Source: an optimization exercise on an open RTL-to-GDS flow (aim: small area, a short achievable clock period and few clock cycles per item). Production flows keep margins and buffers that such runs may drop. Function was checked by simulation only, so behaviour that the tests miss may differ from the original. Power and IR drop assume default switching activity.

==> inputs of build 41 <==
==> flow/design.v (excerpt) <==
module quadratic_root_solver_unit
#(
    parameter logic [SQ_N:0] SQ_CUT = 34'b1111111111111111111111111111101001,
    parameter bit              DV_R4  = 1'b1,
    parameter logic [DV_N:0]   DV_CUT = 33'b000000000000000011111111111111111
)(
    input  wire logic                     clk,
    input  wire logic                     rst_n,
    input  wire logic                     in_valid,
    output logic                          in_ready,
    input  wire logic signed [COEF_W-1:0] coef_a,
    input  wire logic signed [COEF_W-1:0] coef_b,
    input  wire logic signed [COEF_W-1:0] coef_c,
    output logic                          out_valid,
    output logic [KIND_W-1:0]             root_kind,
    output logic signed [OUT_W-1:0]       first_value,
    output logic signed [OUT_W-1:0]       second_value,
    input  wire logic                     out_ready
);
Settings: LEC_CHECK=0, CAP_MARGIN=20, CORE_MARGIN=2, CORE_UTILIZATION=50, CTS_CLUSTER_DIAMETER=100, CTS_CLUSTER_SIZE=20, SLEW_MARGIN=20; clock period 10.0 ns.
standard.sh (not shown) runs the stock make flow with config.mk's settings and CLKGATE_MAP_FILE= SYNTH_SCRIPT=/design/flow/synth_recipe.tcl, a recipe that flattens the netlist after the stock synthesis.
==> flow/flow/run.sh <==
#!/bin/bash
set -euo pipefail
bash standard.sh SETUP_SLACK_MARGIN=6.0 SKIP_GATE_CLONING=1 finish > standard.log 2>&1
==> build 23 (differences from build 41) <==
Settings changed: CTS_CLUSTER_DIAMETER 100 to default, CTS_CLUSTER_SIZE 20 to default.
==> summary of the runs <==
- Of build 23 and build 41, build 23 has the higher setup slack (gap 0.050 ns).
- In combinational power, build 23 and build 41 hardly differ.
- Register-to-register slack: build 23 is better than build 41 (0.05 ns).
- In build 23 the sequential share of layout area is lower than in build 41, by 1.6 points.
Testbench counts of build 41, summed over its fixed seeds: cycles 12,424, items 12,000.
Testbench counts of build 23, summed over its fixed seeds: cycles 12,424, items 12,000.

* * *

==> job 6956: inputs <==
quadratic_root_solver_unit, a different RTL version from the one above (not shown whole).
export LEC_CHECK = 0
export CAP_MARGIN = 20
export CORE_MARGIN = 2
export CORE_UTILIZATION = 50
export SLEW_MARGIN = 20
create_clock -name core_clock -period 10.0 [get_ports {clk}]
==> flow/flow/run.sh <==
#!/bin/bash
set -euo pipefail
bash standard.sh SETUP_SLACK_MARGIN=6.0 finish > standard.log 2>&1
==> inputs of job 2239, as changes to job 6956 <==
--- a/flow/design.v
+++ b/flow/design.v
@@ -266,13 +266,15 @@
             rdy_reg <= !(sk_v_next && oq_v_next);
         end
     end
     assign in_ready = rdy_reg;
     logic                     v0;
-    logic signed [COEF_W-1:0] a0, x0, y0;
+    logic signed [COEF_W:0]   a0;            
+    logic signed [COEF_W:0]   x0;
+    logic signed [COEF_W-1:0] y0;
     logic [COEF_W-1:0]        ub0, uc0;      
-    logic                     sc0, za0, zb0;
+    logic                     za0, zb0;
     always_ff @(posedge clk or negedge rst_n)
     begin
         if (!rst_n)
             v0 <= 1'b0;
         else if (adv)
@@ -280,59 +282,70 @@
     end
     always_ff @(posedge clk)
     begin
         if (adv)
         begin
-            a0  <= coef_a;
+            a0  <= coef_c[COEF_W-1] ? -(17'(coef_a)) : 17'(coef_a);
             ub0 <= coef_b[COEF_W-1] ? COEF_W'(-(17'(coef_b))) : COEF_W'(coef_b);
             uc0 <= coef_c[COEF_W-1] ? COEF_W'(-(17'(coef_c))) : COEF_W'(coef_c);
-            sc0 <= coef_c[COEF_W-1];
             za0 <= (coef_a == '0);
             zb0 <= (coef_b == '0);
-            x0  <= (coef_a == '0) ? coef_c : coef_b;
+            x0  <= (coef_a == '0) ? {coef_c, 1'b0} : 17'(coef_b);
             y0  <= (coef_a == '0) ? coef_b : coef_a;
         end
     end
+    function automatic logic [41:0] csa(input logic [20:0] p, input logic [20:0] q,
+                                        input logic [20:0] r);
+        logic [20:0] sm, cy;
+        sm = p ^ q ^ r;
+        cy = (p & q) | (p & r) | (q & r);
+        csa = {sm, cy[19:0], 1'b0};
+    endfunction
+    function automatic logic [20:0] nib(input logic [20:0] x, input logic [3:0] n);
+        logic [20:0] r0, r1, r2, r3, s1, c1, s2, c2;
+        r0 = n[0] ? x : '0;
+        r1 = n[1] ? (x << 1) : '0;
+        r2 = n[2] ? (x << 2) : '0;
+        r3 = n[3] ? (x << 3) : '0;
+        {s1, c1} = csa(r0, r1, r2);
+        {s2, c2} = csa(s1, c1, r3);
+        nib = s2 + c2;
+    endfunction
     logic                     v1;
     logic [19:0]              pb1[4];
     logic signed [20:0]       pa1[4];
-    logic                     sc1, za1, zb1;
-    logic signed [COEF_W-1:0] x1, y1;
-    logic signed [4:0]        cn[4];
+    logic                     za1, zb1;
+    logic signed [COEF_W:0]   x1;
+    logic signed [COEF_W-1:0] y1;
     always_ff @(posedge clk or negedge rst_n)
     begin
         if (!rst_n)
             v1 <= 1'b0;
         else if (adv)
             v1 <= v0;
     end
-    always_comb
-    begin
-        for (int k = 0; k < 4; k++)
-            cn[k] = {1'b0, uc0[4*k +: 4]};
-    end
     always_ff @(posedge clk)
     begin
         if (adv)
         begin
             for (int k = 0; k < 4; k++)
             begin
-                pb1[k] <= 20'(ub0 * ub0[4*k +: 4]);
-                pa1[k] <= 21'(a0 * cn[k]);
+                pb1[k] <= 20'(nib(21'(ub0), ub0[4*k +: 4]));
+                pa1[k] <= nib(21'(a0), uc0[4*k +: 4]);
             end
-            sc1 <= sc0;
             za1 <= za0;
             zb1 <= zb0;
             x1  <= x0;
             y1  <= y0;
         end
     end
     logic                     v2;
     logic [33:0]              bb2;           
     logic signed [33:0]       ac2;           
-    logic                     sc2, za2, zb2;
-    logic signed [COEF_W-1:0] x2, y2;
+    logic                     za2, zb2;
+    logic signed [COEF_W:0]   x2;
+    logic signed [COEF_W-1:0] y2;
     logic [33:0]              bsum;
     logic signed [33:0]       asum;
     always_comb
     begin
         bsum = '0;
@@ -354,25 +367,24 @@
     begin
         if (adv)
         begin
             bb2 <= bsum;
             ac2 <= asum;
-            sc2 <= sc1;
             za2 <= za1;
             zb2 <= zb1;
             x2  <= x1;
             y2  <= y1;
         end
     end
-    localparam int SIDE_W = KIND_W + 2 * COEF_W;
+    localparam int SIDE_W = KIND_W + 2 * COEF_W + 1;
     logic signed [33:0] d2, nd2;
     logic [KIND_W-1:0]  kind2;
     logic [RAD_W-1:0]   rad2;
     always_comb
     begin
-        d2   = sc2 ? 34'(bb2) + ac2 : 34'(bb2) - ac2;
-        nd2  = sc2 ? -(34'(bb2)) - ac2 : ac2 - 34'(bb2);
+        d2   = 34'(bb2) - ac2;
+        nd2  = ac2 - 34'(bb2);
         rad2 = d2[33] ? RAD_W'(nd2) : RAD_W'(d2);
         if (za2)
             kind2 = zb2 ? KIND_INVALID : KIND_LINEAR;
         else if (!d2[33] && !nd2[33])
             kind2 = KIND_DOUBLE;
@@ -438,28 +450,28 @@
             assign sq_rad[s]  = rad_c;
             assign sq_side[s] = side_c;
         end
     end
     logic [KIND_W-1:0]        kq;
-    logic signed [COEF_W-1:0] xq, yq;
-    logic signed [NB_W-1:0]   nbq;
+    logic signed [COEF_W:0]   xq;
+    logic signed [COEF_W-1:0] yq;
+    logic signed [N_W-1:0]    xsq;
     logic [SQ_N-1:0]          rq;
     logic                     incq, cplx_q, real_q;
-    logic signed [N_W-1:0]    bq, n1_c, n2_c;
+    logic signed [N_W-1:0]    n1_c, n2_c;
     logic                     e1_c, e2_c;
     always_comb
     begin
         {kq, xq, yq} = sq_side[SQ_N];
         rq     = sq_root[SQ_N];
         incq   = (sq_rem[SQ_N] > SREM_W'(rq));
         cplx_q = (kq == KIND_COMPLEX);
-        nbq    = (kq == KIND_LINEAR) ? -(NB_W'(xq) <<< 1) : -(NB_W'(xq));
-        bq     = N_W'(nbq) <<< 16;
         real_q = (kq == KIND_TWO) || (kq == KIND_DOUBLE);
-        n1_c   = real_q ? bq + N_W'(rq) : bq;
+        xsq    = N_W'(xq) <<< 16;
+        n1_c   = real_q ? N_W'(rq) - xsq : -xsq;
         e1_c   = real_q ? incq : 1'b0;
-        n2_c   = cplx_q ? N_W'(rq) : bq + ~(N_W'(rq));
+        n2_c   = cplx_q ? N_W'(rq) : ~(xsq + N_W'(rq));
         e2_c   = cplx_q ? incq : !incq;
     end
     logic [DIV_W-1:0]         dvq;
     logic                     dsq;
     logic signed [DIV_W+2:0]  hpq, hnq;
==> inputs of job 4581, as changes to job 6956 <==
==> flow/run.sh (new file) <==
#!/bin/bash
# synth_recipe.tcl (not shown) runs the flow's synth.tcl, then flattens the netlist and writes it again
# the make line also repeats each setting of config.mk as NAME=value (left out here)
make -C /OpenROAD-flow-scripts/flow DESIGN_CONFIG=/design/flow/config.mk WORK_HOME=/design/flow/orfs CLKGATE_MAP_FILE= SYNTH_SCRIPT=/design/flow/synth_recipe.tcl finish
SETUP_SLACK_MARGIN = 5   (was default)
removed: flow/flow/run.sh
removed: flow/standard.sh
==> impl_metrics.json <==
{
  "drive_gt1_share_pct": 10.8,
  "wl_met1_mm": 308,
  "flops_and_latches": 5327,
  "so_faults": "capacitance limit, slew limit",
  "use_met2_pct": 37.4,
  "outcome": "failed layout checks",
  "max-cap-violations": 1,
  "power.total_mw": 128,
  "multi_input_area_share_pct": 38.6,
  "finalMaxSlewViolations": 1,
  "placed_cells": 32200
}
The numbers above come from job 2239.

==> impl_metrics.json <==
{
  "min_delay_path_depth": 0,
  "multi_input_area_share_pct": 39.2,
  "dominant_cells": "flip-flops and latches",
  "synth_top_area_cell": "edfxtp_1",
  "placed_cells": 32800,
  "flops_and_latches": 5295,
  "wl_met1_mm": 325,
  "cts_resized": 26,
  "outcome": "no timing/DRC/antenna violations",
  "finalMaxSlewViolations": 0
}
The numbers above come from job 4581.

==> impl_metrics.json <==
{
  "outcome": "no timing/DRC/antenna violations",
  "multi_input_area_share_pct": 39.4,
  "max-cap-violations": 0,
  "flops_and_latches": 5295,
  "power.total_mw": 131,
  "wl_met1_mm": 334,
  "placed_cells": 32800,
  "cts_buffer_depth": 4,
  "finalMaxSlewViolations": 0,
  "drive_gt1_share_pct": 11.6,
  "use_met2_pct": 38.9
}
The numbers above come from job 6956.

Testbench counts of job 6956, summed over its fixed seeds: cycles 12,424, items 12,000.
Testbench counts of job 2239, summed over its fixed seeds: cycles 12,424, items 12,000.
Testbench counts of job 4581, summed over its fixed seeds: cycles 12,424, items 12,000.

afterwards: timing with drivers on the ports:
Ports are ideal in the flow. The routed layouts listed here were re-timed in OpenROAD. Step 1 sets driving cells, clkbuf_16 on the clock port and buf_2 on the other inputs (assumed; they add their load-dependent delay and slew). Step 2 adds t to the input delays and takes it off the output delays; t is the mean of the earliest and latest rising clock arrival at the registers after step 1. Input paths then give back, and output paths get back, about the clock's delay inside the block. a / b / c = no drivers / after step 1 / after step 2; a / b = the first two.
| run | t (ns) | setup WS [ns] | worst slew at a driven data input, ns | cell pins on the clock port's net |
|---|---|---|---|---|
| build 41 | 1.121 | 6.049 / 5.969 / 5.652 | 0.06 | 1 |
| build 23 | 1.180 | 6.099 / 5.960 / 5.659 | 0.06 | 1 |
| job 6956 | 1.227 | 5.487 / 5.487 / 5.214 | 0.04 | 1 |
| job 2239 | 1.207 | 5.575 / 5.575 / 5.142 | 0.06 | 1 |
| job 4581 | 1.223 | 5.196 / 5.196 / 5.133 | 0.04 | 1 |
For build 23, which loses most, drivers alone change the setup slack by -0.139 ns; drivers and shift together by -0.440 ns.
